This is an optimization exercise on Yosys and OpenROAD, whose aim is small area, not a production implementation. In this exercise RTL edits were held to simulation tests only and were not proved equivalent to the original. Power and IR drop assume default switching activity. The clock port is modelled as an ideal driver; clocking choices that lean on that would not hold on a real chip.

## v6
Design imem_loader, start of the top module:
module imem_loader (
  input  logic          clk,
  input  logic          rst,
  input  logic          start,
  input  logic          byte_valid,
  input  logic [7:0]    byte_data,
  output logic          byte_ready,
  output logic          busy,
  output logic          cpu_hold,
  output logic          done,
  output logic          error,
  output logic [15:0]   load_count,
  input  logic [31:0]   address,
  output logic [31:0]   Instr
);
  localparam logic [2:0] IDLE   = 3'd0;
  localparam logic [2:0] LEN_LO = 3'd1;
  localparam logic [2:0] LEN_HI = 3'd2;
  localparam logic [2:0] DATA   = 3'd3;
  localparam logic [2:0] DONE   = 3'd4;
  logic [2:0]  state, next_state;
  logic [31:0] mem [64];
  logic [7:0]  len_lo;      
  logic [1:0]  bidx;        
  logic [23:0] shreg;       
  logic        error_q;
  logic [6:0]  cnt;         
  logic        fire, wr_en, len_big;
  logic [6:0]  cnt_inc;
  logic [31:0] wdata;       
  assign byte_ready = (state == LEN_LO) || (state == LEN_HI) || (state == DATA);
  assign fire       = byte_valid && byte_ready;
  assign cnt_inc    = cnt + 7'd1;
  ...
Size: ~5600 cells after synthesis, about 2100 flip-flops, ~97 I/O pins.
Settings: LEC_CHECK=0, CAP_MARGIN=10, CORE_MARGIN=2, CORE_UTILIZATION=70, GPL_TIMING_DRIVEN=0, PLACE_DENSITY=0.82, SETUP_SLACK_MARGIN=0.1, SLEW_MARGIN=10, SYNTH_HIERARCHICAL=1; clock period 7.0 ns.
standard.sh (not shown) runs the stock make flow with config.mk's settings and CLKGATE_MAP_FILE= SYNTH_SCRIPT=/design/flow/synth_recipe.tcl, a recipe that flattens the netlist after the stock synthesis.
==> flow/flow/run.sh <==
#!/bin/bash
# Layout flow for imem_loader: the standard synthesis unchanged, then the
# standard ORFS steps with three changes:
#  - ports are buffered with buf_2 instead of the default delay-cell buffer,
#  - the repair steps may not use the largest buffers (buf_6 and up),
#  - clock tree: clkbuf_16 only, larger sink clusters, no dummy loads.
# Each tool's output goes to its own log file in this folder.
set -uo pipefail

PLATFORM_DONT_USE="sky130_fd_sc_hd__probe_p_8 sky130_fd_sc_hd__probec_p_8 \
 sky130_fd_sc_hd__lpflow_bleeder_1 sky130_fd_sc_hd__lpflow_clkbufkapwr_1 \
 sky130_fd_sc_hd__lpflow_clkbufkapwr_16 sky130_fd_sc_hd__lpflow_clkbufkapwr_2 \
 sky130_fd_sc_hd__lpflow_clkbufkapwr_4 sky130_fd_sc_hd__lpflow_clkbufkapwr_8 \
 sky130_fd_sc_hd__lpflow_clkinvkapwr_1 sky130_fd_sc_hd__lpflow_clkinvkapwr_16 \
 sky130_fd_sc_hd__lpflow_clkinvkapwr_2 sky130_fd_sc_hd__lpflow_clkinvkapwr_4 \
 sky130_fd_sc_hd__lpflow_clkinvkapwr_8 sky130_fd_sc_hd__lpflow_decapkapwr_12 \
 sky130_fd_sc_hd__lpflow_decapkapwr_3 sky130_fd_sc_hd__lpflow_decapkapwr_4 \
 sky130_fd_sc_hd__lpflow_decapkapwr_6 sky130_fd_sc_hd__lpflow_decapkapwr_8 \
 sky130_fd_sc_hd__lpflow_inputiso0n_1 sky130_fd_sc_hd__lpflow_inputiso0p_1 \
 sky130_fd_sc_hd__lpflow_inputiso1n_1 sky130_fd_sc_hd__lpflow_inputiso1p_1 \
 sky130_fd_sc_hd__lpflow_inputisolatch_1 sky130_fd_sc_hd__lpflow_isobufsrc_1 \
 sky130_fd_sc_hd__lpflow_isobufsrc_16 sky130_fd_sc_hd__lpflow_isobufsrc_2 \
 sky130_fd_sc_hd__lpflow_isobufsrc_4 sky130_fd_sc_hd__lpflow_isobufsrc_8 \
 sky130_fd_sc_hd__lpflow_isobufsrckapwr_16 \
 sky130_fd_sc_hd__lpflow_lsbuf_lh_hl_isowell_tap_1 \
 sky130_fd_sc_hd__lpflow_lsbuf_lh_hl_isowell_tap_2 \
 sky130_fd_sc_hd__lpflow_lsbuf_lh_hl_isowell_tap_4 \
 sky130_fd_sc_hd__lpflow_lsbuf_lh_isowell_4 \
 sky130_fd_sc_hd__lpflow_lsbuf_lh_isowell_tap_1 \
 sky130_fd_sc_hd__lpflow_lsbuf_lh_isowell_tap_2 \
 sky130_fd_sc_hd__lpflow_lsbuf_lh_isowell_tap_4"
EXTRA_DONT_USE="sky130_fd_sc_hd__buf_6 sky130_fd_sc_hd__buf_8 sky130_fd_sc_hd__buf_12 sky130_fd_sc_hd__buf_16 \
 sky130_fd_sc_hd__bufbuf_8 sky130_fd_sc_hd__bufbuf_16 sky130_fd_sc_hd__bufinv_8 \
 sky130_fd_sc_hd__bufinv_16 sky130_fd_sc_hd__clkdlybuf4s15_1 sky130_fd_sc_hd__clkdlybuf4s15_2 \
 sky130_fd_sc_hd__clkdlybuf4s18_1 sky130_fd_sc_hd__clkdlybuf4s18_2 \
 sky130_fd_sc_hd__clkdlybuf4s25_1 sky130_fd_sc_hd__clkdlybuf4s25_2 \
 sky130_fd_sc_hd__clkdlybuf4s50_1 sky130_fd_sc_hd__clkdlybuf4s50_2"

# 1. Standard synthesis, unchanged.
bash standard.sh synth > synth.log 2>&1 || { echo "synthesis failed; see synth.log"; exit 1; }

# 2. Floorplan to final layout.
bash standard.sh finish \
  "DONT_USE_CELLS=$PLATFORM_DONT_USE $EXTRA_DONT_USE" \
  "BUFFER_PORTS_ARGS=-buffer_cell sky130_fd_sc_hd__buf_2" \
  "CTS_ARGS=-sink_clustering_enable -repair_clock_nets -buf_list sky130_fd_sc_hd__clkbuf_16 -sink_clustering_size 30 -sink_clustering_max_diameter 200 -dont_use_dummy_load" \
  > layout.log 2>&1 || { echo "layout failed; see layout.log"; tail -30 layout.log; exit 1; }

test -f out/final.def || { echo "no out/final.def"; exit 1; }
Changes in v7 relative to v6:
-- flow/config.mk --
<<< v6, line 8
export CAP_MARGIN = 10
export CORE_MARGIN = 2
export CORE_UTILIZATION = 70
export GPL_TIMING_DRIVEN = 0
export PLACE_DENSITY = 0.82
export SETUP_SLACK_MARGIN = 0.1
export SLEW_MARGIN = 10
>>> v7, line 8
export CAP_MARGIN = 10
export CORE_MARGIN = 2
export CORE_UTILIZATION = 65
export GPL_TIMING_DRIVEN = 0
export PLACE_DENSITY = 0.8
export SETUP_SLACK_MARGIN = 0.1
export SLEW_MARGIN = 10
==> comparison <==
v6: done, clean on timing, DRC and antenna
v7 finished every stage and its layout cleared the timing, design-rule and antenna checks.
As far as count of different cell masters after synthesis goes, v6 and v7 are indistinguishable; the numbers are identical.
Worst path required time: v6 vs v7 — no meaningful difference
Compared with v6, in v7 power of the combinational group went down about 10%; number of cells in the design after placement went up 1.4%; number of sinks driven by the clock tree held; portion of the layout cell area used by non-clock buffers held.
Comparing v6 and v7, final cell count is higher on v7.
Going from v6 to v7, the overall routing resource usage was found to have gone down by 3.5 points.

==> port drivers added, routing unchanged <==
Ports are ideal in the flow. The routed layouts listed here were re-timed in OpenROAD.
Step 1, drivers: a clkbuf_16 drives clk and a buf_2 each remaining input, both assumed.
Step 2 times the ports against the registers' clock, not the clock port: input delays grow and output delays shrink by t, the midpoint of the rising clock arrivals with the driver on.
Three values: ideal, step 1, step 2; two values: the first two.
run | shift t [ns] | setup WS [ns] | hold WS [ns]
v6 | 0.778 | 0.264 / 0.185 / 0.185 | 0.449 / 0.449 / 0.449
v7 | 0.771 | 0.144 / 0.009 / 0.009 | 0.450 / 0.450 / 0.450
After both steps every run listed still meets setup and hold. The setup slack of v7, which loses most, moves by -0.135 ns with the drivers and by -0.135 ns with both steps.
